Source: an optimization exercise on an open RTL-to-GDS flow (aim: small area, a short achievable clock period and few clock cycles per item). Production flows keep margins and buffers that such runs may drop. Only simulation tests tie the RTL to the original design; equivalence was not proved. No activity file was given, so power comes from the tool's default toggle rates.

## flow/design.v

```verilog
`timescale 1ns/1ns
module tile_writer
(
	input  logic clk,
	input  logic reset,
	input  logic [64-1:0] in_data,
	input  logic in_empty_n,
	output logic in_read,
	input  logic wr_room,
	output logic take,
	output logic [8*8-1:0] wr_hi_n,
	output logic [8*8-1:0] wr_lo_n,
	output logic [64-1:0] wr_data
);
	function automatic logic [5:0] cvt_loc(input logic [2:0] b, input logic [11:0] t, input logic [5:0] n);
		logic [5:0] r;
		r = '0;
		if (t[0]) r = r | {n[5], n[4], n[3], n[2], n[1], n[0]};
		if (t[1]) r = r | {n[0], n[3] ^ b[2], n[2] ^ b[1], n[1] ^ b[0], n[5], n[4]};
		if (t[2]) r = r | {n[4], n[2] ^ b[1] ^ b[2], n[1] ^ b[0] ^ b[1], n[5] ^ b[0], n[0], n[3] ^ b[2]};
		if (t[3]) r = r | {n[3] ^ b[2], n[1] ^ b[0] ^ b[1] ^ b[2], n[5] ^ b[0] ^ b[1], n[0] ^ b[0], n[4], n[2] ^ b[1] ^ b[2]};
		if (t[4]) r = r | {n[2] ^ b[1] ^ b[2], n[5] ^ b[0] ^ b[1] ^ b[2], n[0] ^ b[0] ^ b[1], n[4] ^ b[0], n[3] ^ b[2], n[1] ^ b[0] ^ b[1] ^ b[2]};
		if (t[5]) r = r | {n[1] ^ b[0] ^ b[1] ^ b[2], n[0] ^ b[0] ^ b[1] ^ b[2], n[4] ^ b[0] ^ b[1], n[3] ^ b[0] ^ b[2], n[2] ^ b[1] ^ b[2], n[5] ^ b[0] ^ b[1] ^ b[2]};
		if (t[6]) r = r | {n[5] ^ b[0] ^ b[1] ^ b[2], n[4] ^ b[0] ^ b[1] ^ b[2], n[3] ^ b[0] ^ b[1] ^ b[2], n[2] ^ b[0] ^ b[1] ^ b[2], n[1] ^ b[0] ^ b[1] ^ b[2], n[0] ^ b[0] ^ b[1] ^ b[2]};
		if (t[7]) r = r | {n[0] ^ b[0] ^ b[1] ^ b[2], n[3] ^ b[0] ^ b[1], n[2] ^ b[0] ^ b[2], n[1] ^ b[1] ^ b[2], n[5] ^ b[0] ^ b[1] ^ b[2], n[4] ^ b[0] ^ b[1] ^ b[2]};
		if (t[8]) r = r | {n[4] ^ b[0] ^ b[1] ^ b[2], n[2] ^ b[0], n[1] ^ b[2], n[5] ^ b[1] ^ b[2], n[0] ^ b[0] ^ b[1] ^ b[2], n[3] ^ b[0] ^ b[1]};
		if (t[9]) r = r | {n[3] ^ b[0] ^ b[1], n[1], n[5] ^ b[2], n[0] ^ b[1] ^ b[2], n[4] ^ b[0] ^ b[1] ^ b[2], n[2] ^ b[0]};
		if (t[10]) r = r | {n[2] ^ b[0], n[5], n[0] ^ b[2], n[4] ^ b[1] ^ b[2], n[3] ^ b[0] ^ b[1], n[1]};
		if (t[11]) r = r | {n[1], n[0], n[4] ^ b[2], n[3] ^ b[1], n[2] ^ b[0], n[5]};
		cvt_loc = r;
	endfunction
	function automatic logic [8-1:0] dec3(input logic [2:0] x);
		dec3 = 8'(1) << x;
	endfunction
	logic [6-1:0] tk_n;
	logic [6-1:0] tk_n1;
	logic [11:0] tk_t;
	logic tk_wrap;
	logic in_hold;
	logic [2:0] tk_k;
	assign take = ~in_hold & in_empty_n;
	assign tk_wrap = (tk_n == '1);
	always_ff @(posedge clk or posedge reset) begin
		if (reset) begin
			in_read <= 1'b0;
			in_hold <= 1'b1;
			tk_n <= '0;
			tk_n1 <= 6'(1);
			tk_t <= 12'd1;
		end else begin
			in_read <= wr_room;
			in_hold <= ~wr_room;
			if (take) begin
				if (tk_wrap) begin
					tk_n <= '0;
					tk_n1 <= 6'(1);
					tk_t <= {tk_t[10:0], tk_t[11]};
				end else begin
					tk_n <= tk_n1;
					tk_n1 <= tk_n1 + 1'b1;
				end
			end
		end
	end
	assign tk_k = tk_n[4:2];
	always_ff @(posedge clk) begin
		for (int b = 0; b < 8; b++) begin
			wr_data[b*8 +: 8] <=
				in_data[(8-1-(b ^ tk_k))*8 +: 8];
		end
	end
	for (genvar b = 0; b < 8; b++) begin : g_addr
		logic [6-1:0] wa;
		assign wa = cvt_loc(3'(b), tk_t, tk_n);
		always_ff @(posedge clk or posedge reset) begin
			if (reset) begin
				wr_hi_n[b*8 +: 8] <= '1;
			end else begin
				wr_hi_n[b*8 +: 8] <= ~(take ? dec3(wa[5:3]) : '0);
			end
		end
		always_ff @(posedge clk) begin
			wr_lo_n[b*8 +: 8] <= ~dec3(wa[2:0]);
		end
	end
endmodule
`timescale 1ns/1ns
module tile_buffer
(
	input  logic clk,
	input  logic [8*8-1:0] wr_hi_n,
	input  logic [8*8-1:0] wr_lo_n,
	input  logic [64-1:0] wr_data,
	input  logic [8*8-1:0] rd_hi,
	input  logic [8*8-1:0] rd_lo,
	output logic [64-1:0] rd_data_lo,
	output logic [64-1:0] rd_data_hi
);
	localparam int DEPTH = 64;
	logic [8-1:0] mem [0:8-1][0:DEPTH-1];
	for (genvar b = 0; b < 8; b++) begin : g_bank
		logic [8-1:0] whi_n;
		logic [8-1:0] wlo_n;
		logic [8-1:0] hi;
		logic [8-1:0] lo;
		logic [8-1:0] grp [0:8-1];
		assign whi_n = wr_hi_n[b*8 +: 8];
		assign wlo_n = wr_lo_n[b*8 +: 8];
		assign hi = rd_hi[b*8 +: 8];
		assign lo = rd_lo[b*8 +: 8];
		for (genvar a = 0; a < DEPTH; a++) begin : g_ent
			always_ff @(posedge clk) begin
				if (!(whi_n[a / 8] || wlo_n[a % 8])) begin
					mem[b][a] <= wr_data[b*8 +: 8];
				end
			end
		end
		always_comb begin
			for (int h = 0; h < 8; h++) begin
				grp[h] = '0;
				for (int l = 0; l < 8; l++) begin
					grp[h] = grp[h] | (mem[b][h*8 + l] & {8{lo[l]}});
				end
			end
			rd_data_lo[b*8 +: 8] = '0;
			rd_data_hi[b*8 +: 8] = '0;
			for (int h = 0; h < 8 / 2; h++) begin
				rd_data_lo[b*8 +: 8] = rd_data_lo[b*8 +: 8] |
					(grp[h] & {8{hi[h]}});
				rd_data_hi[b*8 +: 8] = rd_data_hi[b*8 +: 8] |
					(grp[h + 8 / 2] & {8{hi[h + 8 / 2]}});
			end
		end
	end
endmodule
`timescale 1ns/1ns
module transpose_reader
(
	input  logic clk,
	input  logic reset,
	input  logic take,
	input  logic wr_en,
	output logic wr_room,
	input  logic [64-1:0] rd_data_lo,
	input  logic [64-1:0] rd_data_hi,
	output logic [8*8-1:0] rd_hi,
	output logic [8*8-1:0] rd_lo,
	input  logic out_full_n,
	output logic [64-1:0] out_data,
	output logic out_last,
	output logic out_write
);
	function automatic logic [5:0] cvt_loc(input logic [2:0] b, input logic [11:0] t, input logic [5:0] n);
		logic [5:0] r;
		r = '0;
		if (t[0]) r = r | {n[5], n[4], n[3], n[2], n[1], n[0]};
		if (t[1]) r = r | {n[0], n[3] ^ b[2], n[2] ^ b[1], n[1] ^ b[0], n[5], n[4]};
		if (t[2]) r = r | {n[4], n[2] ^ b[1] ^ b[2], n[1] ^ b[0] ^ b[1], n[5] ^ b[0], n[0], n[3] ^ b[2]};
		if (t[3]) r = r | {n[3] ^ b[2], n[1] ^ b[0] ^ b[1] ^ b[2], n[5] ^ b[0] ^ b[1], n[0] ^ b[0], n[4], n[2] ^ b[1] ^ b[2]};
		if (t[4]) r = r | {n[2] ^ b[1] ^ b[2], n[5] ^ b[0] ^ b[1] ^ b[2], n[0] ^ b[0] ^ b[1], n[4] ^ b[0], n[3] ^ b[2], n[1] ^ b[0] ^ b[1] ^ b[2]};
		if (t[5]) r = r | {n[1] ^ b[0] ^ b[1] ^ b[2], n[0] ^ b[0] ^ b[1] ^ b[2], n[4] ^ b[0] ^ b[1], n[3] ^ b[0] ^ b[2], n[2] ^ b[1] ^ b[2], n[5] ^ b[0] ^ b[1] ^ b[2]};
		if (t[6]) r = r | {n[5] ^ b[0] ^ b[1] ^ b[2], n[4] ^ b[0] ^ b[1] ^ b[2], n[3] ^ b[0] ^ b[1] ^ b[2], n[2] ^ b[0] ^ b[1] ^ b[2], n[1] ^ b[0] ^ b[1] ^ b[2], n[0] ^ b[0] ^ b[1] ^ b[2]};
		if (t[7]) r = r | {n[0] ^ b[0] ^ b[1] ^ b[2], n[3] ^ b[0] ^ b[1], n[2] ^ b[0] ^ b[2], n[1] ^ b[1] ^ b[2], n[5] ^ b[0] ^ b[1] ^ b[2], n[4] ^ b[0] ^ b[1] ^ b[2]};
		if (t[8]) r = r | {n[4] ^ b[0] ^ b[1] ^ b[2], n[2] ^ b[0], n[1] ^ b[2], n[5] ^ b[1] ^ b[2], n[0] ^ b[0] ^ b[1] ^ b[2], n[3] ^ b[0] ^ b[1]};
		if (t[9]) r = r | {n[3] ^ b[0] ^ b[1], n[1], n[5] ^ b[2], n[0] ^ b[1] ^ b[2], n[4] ^ b[0] ^ b[1] ^ b[2], n[2] ^ b[0]};
		if (t[10]) r = r | {n[2] ^ b[0], n[5], n[0] ^ b[2], n[4] ^ b[1] ^ b[2], n[3] ^ b[0] ^ b[1], n[1]};
		if (t[11]) r = r | {n[1], n[0], n[4] ^ b[2], n[3] ^ b[1], n[2] ^ b[0], n[5]};
		cvt_loc = r;
	endfunction
	function automatic logic [6-1:0] need_occ(input logic [6-1:0] n);
		case (n)
			6'd0: need_occ = 6'd29;
			6'd1: need_occ = 6'd60;
			6'd2: need_occ = 6'd27;
			6'd3: need_occ = 6'd58;
			6'd4: need_occ = 6'd25;
			6'd5: need_occ = 6'd56;
			6'd6: need_occ = 6'd23;
			6'd7: need_occ = 6'd54;
			6'd8: need_occ = 6'd21;
			6'd9: need_occ = 6'd52;
			6'd10: need_occ = 6'd19;
			6'd11: need_occ = 6'd50;
			6'd12: need_occ = 6'd17;
			6'd13: need_occ = 6'd48;
			6'd14: need_occ = 6'd15;
			6'd15: need_occ = 6'd46;
			6'd16: need_occ = 6'd14;
			6'd17: need_occ = 6'd45;
			6'd18: need_occ = 6'd12;
			6'd19: need_occ = 6'd43;
			6'd20: need_occ = 6'd10;
			6'd21: need_occ = 6'd41;
			6'd22: need_occ = 6'd8;
			6'd23: need_occ = 6'd39;
			6'd24: need_occ = 6'd6;
			6'd25: need_occ = 6'd37;
			6'd26: need_occ = 6'd4;
			6'd27: need_occ = 6'd35;
			6'd28: need_occ = 6'd2;
			6'd29: need_occ = 6'd33;
			6'd30: need_occ = 6'd0;
			6'd31: need_occ = 6'd31;
			6'd32: need_occ = 6'd0;
			6'd33: need_occ = 6'd30;
			6'd34: need_occ = 6'd0;
			6'd35: need_occ = 6'd28;
			6'd36: need_occ = 6'd0;
			6'd37: need_occ = 6'd26;
			6'd38: need_occ = 6'd0;
			6'd39: need_occ = 6'd24;
			6'd40: need_occ = 6'd0;
			6'd41: need_occ = 6'd22;
			6'd42: need_occ = 6'd0;
			6'd43: need_occ = 6'd20;
			6'd44: need_occ = 6'd0;
			6'd45: need_occ = 6'd18;
			6'd46: need_occ = 6'd0;
			6'd47: need_occ = 6'd16;
			6'd48: need_occ = 6'd0;
			6'd49: need_occ = 6'd15;
			6'd50: need_occ = 6'd0;
			6'd51: need_occ = 6'd13;
			6'd52: need_occ = 6'd0;
			6'd53: need_occ = 6'd11;
			6'd54: need_occ = 6'd0;
			6'd55: need_occ = 6'd9;
			6'd56: need_occ = 6'd0;
			6'd57: need_occ = 6'd7;
			6'd58: need_occ = 6'd0;
			6'd59: need_occ = 6'd5;
			6'd60: need_occ = 6'd0;
			6'd61: need_occ = 6'd3;
			6'd62: need_occ = 6'd0;
			6'd63: need_occ = 6'd1;
			default: need_occ = 6'd0;
		endcase
	endfunction
	function automatic logic [8-1:0] dec3(input logic [2:0] x);
		dec3 = 8'(1) << x;
	endfunction
	logic [6-1:0] rd_n;
	logic [6-1:0] rd_n1;
	logic [11:0] rd_t1;
	logic [11:0] rd_t1_nx;
	logic rd_wrap;
	logic [6:0] occ;
	logic [6:0] pend;
	logic [6-1:0] need;
	logic rd_ok;
	logic adv;
	logic rd;
	logic s1_valid;
	logic s1_last;
	logic [64-1:0] s1_lo;
	logic [64-1:0] s1_hi;
	logic [64-1:0] s1_data;
	logic [2:0] s1_p;
	logic [64-1:0] packed_word;
	logic s2_valid;
	logic out_idle;
	logic s2_last;
	logic [64-1:0] s2_data;
	assign rd_ok = {1'b0, occ} >= {2'b00, need};
	assign adv = out_idle | out_full_n;
	assign rd = adv & rd_ok;
	always_ff @(posedge clk or posedge reset) begin
		if (reset) begin
			occ <= '0;
			pend <= '0;
		end else begin
			if (wr_en != rd) begin
				occ <= wr_en ? occ + 1'b1 : occ - 1'b1;
			end
			if (take != rd) begin
				pend <= take ? pend + 1'b1 : pend - 1'b1;
			end
		end
	end
	assign wr_room = ~(~rd & ((pend == 7'd64) | ((pend == 7'd63) & take)));
	assign rd_wrap = (rd_n == '1);
	assign rd_t1_nx = {rd_t1[10:0], rd_t1[11]};
	always_ff @(posedge clk or posedge reset) begin
		if (reset) begin
			rd_n <= '0;
			rd_n1 <= 6'(1);
			rd_t1 <= 12'd2;
			need <= need_occ('0);
		end else if (rd) begin
			if (rd_wrap) begin
				rd_n <= '0;
				rd_n1 <= 6'(1);
				rd_t1 <= rd_t1_nx;
				need <= need_occ('0);
			end else begin
				rd_n <= rd_n1;
				rd_n1 <= rd_n1 + 1'b1;
				need <= need_occ(rd_n1);
			end
		end
	end
	for (genvar b = 0; b < 8; b++) begin : g_addr
		logic [6-1:0] ra0;
		logic [6-1:0] ra_nx;
		assign ra0 = cvt_loc(3'(b), 12'd2, '0);
		assign ra_nx = rd_wrap ? cvt_loc(3'(b), rd_t1_nx, '0) : cvt_loc(3'(b), rd_t1, rd_n1);
		always_ff @(posedge clk or posedge reset) begin
			if (reset) begin
				rd_hi[b*8 +: 8] <= dec3(ra0[5:3]);
				rd_lo[b*8 +: 8] <= dec3(ra0[2:0]);
			end else if (rd) begin
				rd_hi[b*8 +: 8] <= dec3(ra_nx[5:3]);
				rd_lo[b*8 +: 8] <= dec3(ra_nx[2:0]);
			end
		end
	end
	always_ff @(posedge clk or posedge reset) begin
		if (reset) begin
			s1_valid <= 1'b0;
			s1_last <= 1'b0;
		end else if (adv) begin
			s1_valid <= rd_ok;
			s1_last <= rd_ok & rd_wrap;
		end
	end
	always_ff @(posedge clk or posedge reset) begin
		if (reset) begin
			s1_lo <= '0;
			s1_hi <= '0;
		end else if (adv) begin
			s1_lo <= rd_data_lo;
			s1_hi <= rd_data_hi;
		end
	end
	always_ff @(posedge clk) begin
		if (adv) begin
			s1_p <= rd_n[3:1];
		end
	end
	assign s1_data = s1_lo | s1_hi;
	always_comb begin
		for (int k = 0; k < 8; k++) begin
			packed_word[(8-1-k)*8 +: 8] =
				s1_data[(3'(k) ^ s1_p)*8 +: 8];
		end
	end
	always_ff @(posedge clk or posedge reset) begin
		if (reset) begin
			s2_valid <= 1'b0;
			s2_last <= 1'b0;
		end else if (adv) begin
			s2_valid <= s1_valid;
			s2_last <= s1_last;
		end
	end
	always_ff @(posedge clk) begin
		if (adv) begin
			s2_data <= packed_word;
		end
	end
	always_ff @(posedge clk or posedge reset) begin
		if (reset) begin
			out_write <= 1'b0;
			out_idle <= 1'b1;
			out_last <= 1'b0;
		end else if (adv) begin
			out_write <= s2_valid;
			out_idle <= ~s2_valid;
			out_last <= s2_last;
		end
	end
	always_ff @(posedge clk or posedge reset) begin
		if (reset) begin
			out_data <= '0;
		end else if (adv) begin
			out_data <= s2_data;
		end
	end
endmodule
`timescale 1ns/1ns
module ifmap_converter
(
	input  logic clk,
	input  logic reset,
	input  logic [64-1:0] in_data,
	input  logic in_empty_n,
	output logic in_read,
	input  logic out_full_n,
	output logic [64-1:0] out_data,
	output logic out_last,
	output logic out_write
);
	logic take;
	logic wr_en;
	logic [8*8-1:0] wr_hi_n;
	logic [8*8-1:0] wr_lo_n;
	logic [64-1:0] wr_data;
	logic wr_room;
	logic [8*8-1:0] rd_hi;
	logic [8*8-1:0] rd_lo;
	logic [64-1:0] rd_data_lo;
	logic [64-1:0] rd_data_hi;
	tile_writer writer_i (
		.clk(clk),
		.reset(reset),
		.in_data(in_data),
		.in_empty_n(in_empty_n),
		.in_read(in_read),
		.wr_room(wr_room),
		.take(take),
		.wr_hi_n(wr_hi_n),
		.wr_lo_n(wr_lo_n),
		.wr_data(wr_data)
	);
	always_ff @(posedge clk or posedge reset) begin
		if (reset) begin
			wr_en <= 1'b0;
		end else begin
			wr_en <= take;
		end
	end
	tile_buffer buffer_i (
		.clk(clk),
		.wr_hi_n(wr_hi_n),
		.wr_lo_n(wr_lo_n),
		.wr_data(wr_data),
		.rd_hi(rd_hi),
		.rd_lo(rd_lo),
		.rd_data_lo(rd_data_lo),
		.rd_data_hi(rd_data_hi)
	);
	transpose_reader reader_i (
		.clk(clk),
		.reset(reset),
		.take(take),
		.wr_en(wr_en),
		.wr_room(wr_room),
		.rd_data_lo(rd_data_lo),
		.rd_data_hi(rd_data_hi),
		.rd_hi(rd_hi),
		.rd_lo(rd_lo),
		.out_full_n(out_full_n),
		.out_data(out_data),
		.out_last(out_last),
		.out_write(out_write)
	);
endmodule
```

## flow/run.sh

```bash
#!/bin/bash
# synth_recipe.tcl (not shown) runs the flow's synth.tcl, then flattens the netlist and writes it again
# the make line also repeats each setting of config.mk as NAME=value (left out here)
make -C /OpenROAD-flow-scripts/flow DESIGN_CONFIG=/design/flow/config.mk WORK_HOME=/design/flow/orfs CLKGATE_MAP_FILE= SYNTH_SCRIPT=/design/flow/synth_recipe.tcl finish
```

## flow/config.mk

```make
export PLATFORM = sky130hd
export DESIGN_NAME = ifmap_converter
export DESIGN_NICKNAME = ifmap_converter
export VERILOG_FILES = /design/flow/design.v
export SDC_FILE = /design/flow/constraint.sdc
export NUM_CORES = 4
export LEC_CHECK = 0
export CAP_MARGIN = 20
export CORE_MARGIN = 2
export CORE_UTILIZATION = 45
export CTS_CLUSTER_DIAMETER = 100
export CTS_CLUSTER_SIZE = 20
export SETUP_SLACK_MARGIN = 2.4
export SLEW_MARGIN = 20
```

## flow/constraint.sdc

```tcl
create_clock -name core_clock -period 5.0 [get_ports {clk}]
set_input_delay 1.0000 -clock core_clock [delete_from_list [all_inputs] [get_ports {clk}]]
set_output_delay 1.0000 -clock core_clock [all_outputs]
set_load 0.01 [all_outputs]
```

==> summary.md, run 1 <==
| Metric | Value |
|---|---|
| Fillers | 32590 |
| Hold slack final | 0.4441 ns |
| Crit path required time | 5.69 ns |
| First-pass GRT wire length | 751800 um |
| Setup_tns | 0 ns |
| Inst Count DP | 15790 |
| Drt first-iter violations | 14700 |
| All-Layer GR Usage | 25.99% |
| Final Cycle Share | 54.70% |
| CP startpoint | reader_i.s1_p[0] |
| Share of the synthesized area in the top cell type | 69.97% |
| CP Class | flop to flop |
| CTS tree | built |
| Die Width | 634.1 um |
| DIE HEIGHT | 634.1 um |
| Core area | 395700 sq um |
| Post-synth EDFFs | 4163 |
| Vias in the first global route | 100600 |
| Max-slew violations | 0 |
| Worst slew margin | 13.56% |
| Leak | 60.36 nW |
| Final Hold Vio Count | 0 |
| YS warnings | 13 |
| Post-Syn Area | 178700 sq um |
| IO Count | 135 |
| Synth cell types | 81 |
| Mean area per synthesized cell | 16.13 sq um |
| Synth Net Count | 11170 |
| Share of layout cells above drive strength 1 | 10.16% |
| Main flop type after synthesis | edfxtp_1 |
| F_max | 0.3656 GHz |
| Crit-path max FO | 20 |
| Cells after Synth | 11080 |
| Slowest library cell on the worst path | nor3_1 |
| Final Total Pwr | 109.5 mW |
| Max VDD drop | 0.0003591 V |
| Post-route ant nets | 0 |
| Slew @ Worst Pin | 1.287 ns |
| DRT Wirelength | 536900 um |
| Hold_buf cts | 0 |
| CTS Buffer Depth | 4 |
| Final setup fails | 0 |
| Seq/Total Area, Yosys | 77.94% |
| Asr flop ratio synth | 9.720% |
| Final WS setup | 2.265 ns |
| DR WL/cell | 32.87 um |
| Synth area leader | edfxtp_1 |
| Starting Density | 45.15% |
| Power density cells | 563.0 nW/um^2 |
| Hold/Removal Path Class | flop to flop |
| Commonest non-fill, non-tap cell in the layout | edfxtp_1 |
| Total CTS buffers | 277 |
| Area Growth Syn to Fin | 8.868% |
| Most frequent cells in the layout | 4163 x edfxtp_1, 2327 x a22oi_1, 877 x nor2_1 |
| CP endpoint kind | flop |
| Cell Chain, Critical Path | buf_4, buf_4, nor3_1, a21oi_1, mux2i_1, mux2i_1 |
| Place WS | 0.9084 ns |
| # port buffers | 134 |
| Clk sinks | 4753 |
| Largest net degree at the start of global routing | 173 |
| Hold path start | reader_i.s2_valid |
| DRC Markers | 0 |
| Outcome | finished clean |
| Vias per std cell | 6.453 |
| CP max stage delay | 1.05 ns |
| Reg2reg start | reader_i.s1_p[0] |
| Non-filler cells, final | 16340 |
| Layout net count | 10980 |
| Clock-pin slew on the worst setup and hold paths | 0.09 ns |
| Total congestion overflow | 0 |
| Critical Path Start Type | flop |
| Initial antenna violation count | 36 |
| Vias | 105400 |
| Worst Skew | 0.06405 ns |
| Die area | 402100 sq um |
| #FFs+latches synth | 4753 |
| Top cells by area, synth | edfxtp_1 70%, a22oi_1 9.8%, dfrtp_1 5.2% |
| RSZ-0062 raised after global routing | yes |
| Hpwl dp | 334600 um |
| Pre-Repair DR Iteration Count | 8 |
| Tmin final | 2.735 ns |
| CTS H-tree depth | 5 |
| Clk latency of the worst-skew pair | 0.98 ns |
| Site row count | 231 |
| Max Cap Viol | 0 |
| Worst endpoint data arrival time | 3.42 ns |
| Root Driver | clkbuf_16 |
| Placer Congestion | 0.9240 |
[per-layer routing]
metal  up-vias  global-route usage (%)  part of all wire [%]  routed length (um)
li1      44080                       -                     -                   -
met1     54280                   35.76                    39              209200
met2      5998                   39.86                    45              244100
met3      1029                   5.738                    10               55820
met4        34                   11.42                   5.1               27610
met5         -                       0                 0.041                 219
[registers in the layout, indices dropped and copies added (netlist names), 7 cells and up]
register and flops:
reader_i.rd_t1 12, writer_i.wr_lo_n 64, reader_i.rd_lo 64, reader_i.pend 7
buffer_i.mem 4096, writer_i.wr_hi_n 64, reader_i.rd_hi 64, reader_i.s2_data 64
reader_i.s1_lo 64, reader_i.out_data 64, reader_i.occ 7, writer_i.wr_data 64
reader_i.s1_hi 64, writer_i.tk_t 12
[final timing paths]
check	slack, ns	cells after the start	endpoint
worst max-delay path	2.26	6	reader_i.s2_data[15]
worst min-delay path	0.44	1	reader_i.out_idle
worst max register to register	2.26	6	reader_i.s2_data[15]
worst min register to register	0.44	1	reader_i.out_idle
max in group asynchronous	3.29	4	writer_i.wr_hi_n[4]
min in group asynchronous	0.57	2	reader_i.s1_hi[47]
[kinds of logic after synthesis]
group	share of synthesized area (%)
adders and majority gates	0.1975
xor gates and xnor gates	0.08684
muxes	2.123
AOI/OAI and AO/OA	11.99
DFF	77.94
buffers and inverters	1.910
and+or+nand+nor	5.755
[final cells by class]
| class | count | area, sq um | area share (%) |
|---|---|---|---|
| Timing Repair Buffer | 362 | 3371 | 1.733 |
| Multi-Input combinational cell | 5444 | 36620 | 18.83 |
| Clock inverter | 32 | 525.5 | 0.2702 |
| Inverter | 42 | 178.9 | 0.09199 |
| Tap cell | 5242 | 6559 | 3.372 |
| Sequential cell | 4753 | 139600 | 71.76 |
| Antenna cell | 23 | 57.56 | 0.02959 |
| Clock buffer | 437 | 7617 | 3.916 |
[stage by stage]
step	util [%]	area, sq um
floorplan	-	178700
global placement	46.77	185100
detailed placement	46.78	185100
CTS	48.96	193700
global route	49.15	194500
finish	49.16	194500
[synthesized netlist by cell type (8+ instances only)]
library cell,number
edfxtp_1,4163
a22oi_1,2329
nor2_1,886
clkbuf_1,587
nand4_1,524
nand2_1,497
dfrtp_1,372
buf_1,187
mux2i_1,146
a31oi_1,140
dfxtp_1,128
a21oi_1,118
dfstp_2,90
nor3_1,88
o21ai_0,83
mux2_2,79
mux4_2,64
a32o_1,60
buf_2,57
a22o_1,46
inv_1,39
and2_1,33
nand2b_1,33
nor4_1,29
nand3_1,27
ha_1,25
nor2b_1,20
o31ai_1,20
o21ai_1,15
a21o_1,11
and3_1,11
o21a_1,11
or3_1,10
xnor2_1,10
o2111ai_1,9
o22ai_1,9
or2_2,8
[worst max-delay path, delay by kind of cell (launching register included)]
kind | cells | cell delay (ns)
DFF | 1 | 0.40
and+or+nand+nor | 1 | 1.05
muxes | 2 | 0.37
AOI/OAI and AO/OA | 1 | 0.23
buffers and inverters | 2 | 0.44
[report_power, final]
part | internal, mW | switching (mW)
Combinational | 7.96 | 17.1
Clock | 10.8 | 13.0
Sequential | 51.7 | 8.89
[timing repair]
item | in CTS | in global routing
gates cloned | 3 | 4
resized for setup | 378 | 74
endpoints found under the setup margin | 502 | 216
pin swaps | 8 | 7
buffers inserted | 36 | 14
Testbench counts, summed over its fixed seeds: cycles 8,712, tiles 128.
==> inputs of run 2 (changes only) <==
--- a/flow/config.mk
+++ b/flow/config.mk
@@ -10,5 +10,5 @@
 export CORE_UTILIZATION = 45
 export CTS_CLUSTER_DIAMETER = 100
 export CTS_CLUSTER_SIZE = 20
-export SETUP_SLACK_MARGIN = 2.4
+export SETUP_SLACK_MARGIN = 2.5
 export SLEW_MARGIN = 20
==> run 2 against run 1 <==
Against the previous run:
- combinational power rose by 2%
- sequential power barely moved
- utilization rose by 0.18 points
- critical endpoint is now out_last
- clock power barely moved
- clock skew fell by 0.015 ns
- non-clock buffer count rose by 36
- largest power group unchanged
- still clean
- die area did not move
- cell count rose by 0.64%
- sequential cell count did not move
==> summary.md, run 2 <==
| Metric | Value |
|---|---|
| Layout net count | 11010 |
| R2r setup slk | 2.45 ns |
| Root Driver | clkbuf_16 |
| Slew @ Worst Pin | 1.138 ns |
| Sw Share | 35.58% |
| Tmin final | 2.644 ns |
| Asr flop ratio synth | 9.720% |
| Top cells by area, synth | edfxtp_1 70%, a22oi_1 9.8%, dfrtp_1 5.2% |
| Vias per std cell | 6.393 |
| Top-count cell post-synth | edfxtp_1 |
| Worst reg2reg endpoint | writer_i.wr_hi_n[45] |
| F_max | 0.3782 GHz |
| Internal Power | 70.79 mW |
| Max Cap Viol | 0 |
| Hold EP | reader_i.out_idle |
| CTS H-tree depth | 5 |
| Vias in the first global route | 100500 |
| Cell Chain, Critical Path | buf_6 |
| Clock Power Share | 21.6% |
| Mean area per synthesized cell | 16.13 sq um |
| Post-synth EDFFs | 4163 |
| DR WL/cell | 32.31 um |
| Initial antenna violation count | 33 |
| Power density cells | 562.9 nW/um^2 |
| #FFs+latches synth | 4753 |
| Drt first-iter violations | 14640 |
| Critical Path Start Type | flop |
| Die area | 402100 sq um |
| Final Cycle Share | 52.88% |
| Reg2reg path depth | 6 |
| Synth cell types | 81 |
| Vias | 105100 |
| Total congestion overflow | 0 |
| Worst Skew | 0.04927 ns |
| Hold/Removal Path Class | flop to flop |
| Slowest library cell on the worst path | dfrtp_2 |
| Seq/Total Area, Yosys | 77.94% |
| Total CTS buffers | 277 |
| Post-route ant nets | 0 |
| Crit. path cell count | 1 |
| RSZ-0062 raised after global routing | yes |
| Hold depth | 1 |
| CP Buf/Inv Count | 1 |
| Flip-flop count of the largest register after layout | 4096 |
| Crit-path max FO | 2 |
| Max VDD drop | 0.0005496 V |
| Area Growth Syn to Fin | 9.276% |
| Outcome | finished clean |
| Setup_tns | 0 ns |
| Final setup fails | 0 |
| Power share of the combinational group | 23.2% |
| CTS tree | built |
| Reg with most FFs | buffer_i.mem |
| Hpwl dp | 332000 um |
| Cells after Synth | 11080 |
| Largest net degree at the start of global routing | 160 |
| Hold path start | reader_i.s2_valid |
| Leak | 60.56 nW |
| Clk sinks | 4753 |
| Crit path required time | 4.00 ns |
| DIE HEIGHT | 634.1 um |
| First-pass GRT wire length | 746200 um |
| CP max stage delay | 0.53 ns |
| Site row count | 231 |
| DRC Markers | 0 |
| Final Total Pwr | 109.9 mW |
| Post-Syn Area | 178700 sq um |
| Die Width | 634.1 um |
| Delay-heaviest family, CP | flip-flops |
| Worst endpoint data arrival time | 1.64 ns |
| Share of the synthesized area in the top cell type | 69.97% |
| All-Layer GR Usage | 25.70% |
| IO Count | 135 |
| Most frequent cells in the layout | 4163 x edfxtp_1, 2327 x a22oi_1, 870 x nor2_1 |
| Synth Net Count | 11170 |
| Reg2reg start | writer_i.tk_t[9] |
| Clock-pin slew on the worst setup and hold paths | 0.09 ns |
| Clk latency of the worst-skew pair | 0.97 ns |
| Synth area leader | edfxtp_1 |
| Main flop type after synthesis | edfxtp_1 |
| YS warnings | 13 |
| Share of layout cells above drive strength 1 | 10.87% |
| CP Class | flop to output pin |
| Commonest non-fill, non-tap cell in the layout | edfxtp_1 |
| Starting Density | 45.15% |
| Hold_buf cts | 0 |
| DRT Wirelength | 531200 um |
| Pre-Repair DR Iteration Count | 9 |
| Worst slew margin | 23.87% |
| Final Hold Vio Count | 0 |
| Max-slew violations | 0 |
| Seq pwr share | 55.2% |
| CTS Buffer Depth | 4 |
| Core area | 395700 sq um |
| Placer Congestion | 0.9412 |
| # port buffers | 134 |
| Synth top cells by count | 4163 x edfxtp_1, 2329 x a22oi_1, 886 x nor2_1 |
| Switch Pwr | 39.10 mW |
| CP endpoint kind | output pin |
==> run 2: cell counts after synthesis <==
Identical to the previous run, type by type.
==> run 2: layer usage <==
layer | GRT usage, % | wire length [um] | vias up | part of all wire, %
met3 | 5.311 | 52850 | 910 | 9.9
met1 | 35.68 | 209200 | 54330 | 39
met4 | 11.27 | 27030 | 26 | 5.1
met5 | 0 | 240 | - | 0.045
li1 | - | - | 44200 | -
met2 | 39.36 | 241900 | 5633 | 46
==> run 2: worst max path at each step <==
| stage | startpoint | endpoint | slack, ns |
|---|---|---|---|
| finish | reader_i.out_last | out_last | 2.36 |
| global route | reader_i.out_last | out_last | 2.34 |
| CTS | reader_i.out_last | out_last | 2.25 |
| detailed placement | out_full_n | reader_i.occ[6] | 0.68 |
| global placement | out_full_n | reader_i.occ[6] | 0.67 |
| floorplan | reset | reader_i.need[1] | -2.18 |
==> run 2: through the flow <==
| stage | std cells | hold WS (ns) | area (sq um) | worst slack [ns] | utilization, % |
|---|---|---|---|---|---|
| after floorplan | 11080 | 0.3909 | 178700 | -2.179 | - |
| after global placement | 15790 | 0.4183 | 185200 | 0.6712 | 46.81 |
| after detailed placement | 15790 | 0.4204 | 185300 | 0.6832 | 46.82 |
| after CTS | 16330 | 0.4339 | 194100 | 2.254 | 49.05 |
| after global routing | 16440 | 0.4554 | 195200 | 2.337 | 49.34 |
| final | 16440 | 0.4371 | 195200 | 2.356 | 49.34 |
==> run 2: area by class of cell <==
| class | instances | area (sq um) |
|---|---|---|
| Sequential cell | 4753 | 139600 |
| Antenna cell | 67 | 167.7 |
| Fill cell | 32480 | 200400 |
| Multi-Input combinational cell | 5444 | 36850 |
| Tap cell | 5242 | 6559 |
| Clock buffer | 466 | 7747 |
| Clock inverter | 28 | 390.4 |
| Inverter | 42 | 186.4 |
| Timing Repair Buffer | 398 | 3740 |
==> run 2: repair_timing <==
action                     in CTS  in global routing
setup endpoints to repair     442                283
resized for setup             419                116
pin swaps                      11                 16
setup buffers                  46                 34
gates cloned                    4                  4
==> run 2: kinds of logic (layout without fill, tap and decap cells) <==
family,Yosys count,after routing,share of synthesized area (%)
adder cells (fa/ha/maj),27,27,0.1975
flip-flops,4753,4753,77.94
XOR/XNOR,16,16,0.08684
buffers and inverters,880,934,1.910
AO/OA/AOI/OAI,2909,2911,11.99
other,0,67,0
AND/OR/NAND/NOR,2201,2201,5.755
multiplexers,289,289,2.123
==> run 2: power by group through the flow <==
stage	registers [mW]	logic (mW)	clock network, mW
2_1_floorplan	56.0	14.2	0
3_3_place_gp	61.0	23.2	0
4_1_cts	60.5	24.4	23.8
3_5_place_dp	61.3	23.7	0
6_report	60.7	25.5	23.7
5_1_grt	61.1	26.9	25.2

## what the ideal ports hide
Ports are ideal in the flow. The routed layouts listed here were re-timed in OpenROAD. Step 1, drivers: a clkbuf_16 drives clk and a buf_2 each remaining input, both assumed. Step 2 adds t to the input delays and takes it off the output delays; t is the mean of the earliest and latest rising clock arrival at the registers after step 1. Input paths then give back, and output paths get back, about the clock's delay inside the block. Three values: no drivers, after step 1, after step 2; two values: the first two.
| run | t (ns) | setup slack, ns | hold slack, ns | worst register clock-pin slew, ns | cell pins on the clock port's net |
|---|---|---|---|---|---|
| run 1 | 1.076 | 2.265 / 2.234 / 1.327 | 0.444 / 0.444 / 0.444 | 0.09 / 0.09 | 1 |
| run 2 | 1.051 | 2.356 / 2.245 / 1.534 | 0.437 / 0.422 / 0.437 | 0.09 / 0.09 | 1 |
After both steps setup and hold are still met in every run listed. The setup slack of run 1, which loses most, moves by -0.031 ns with the drivers and by -0.938 ns with both steps.
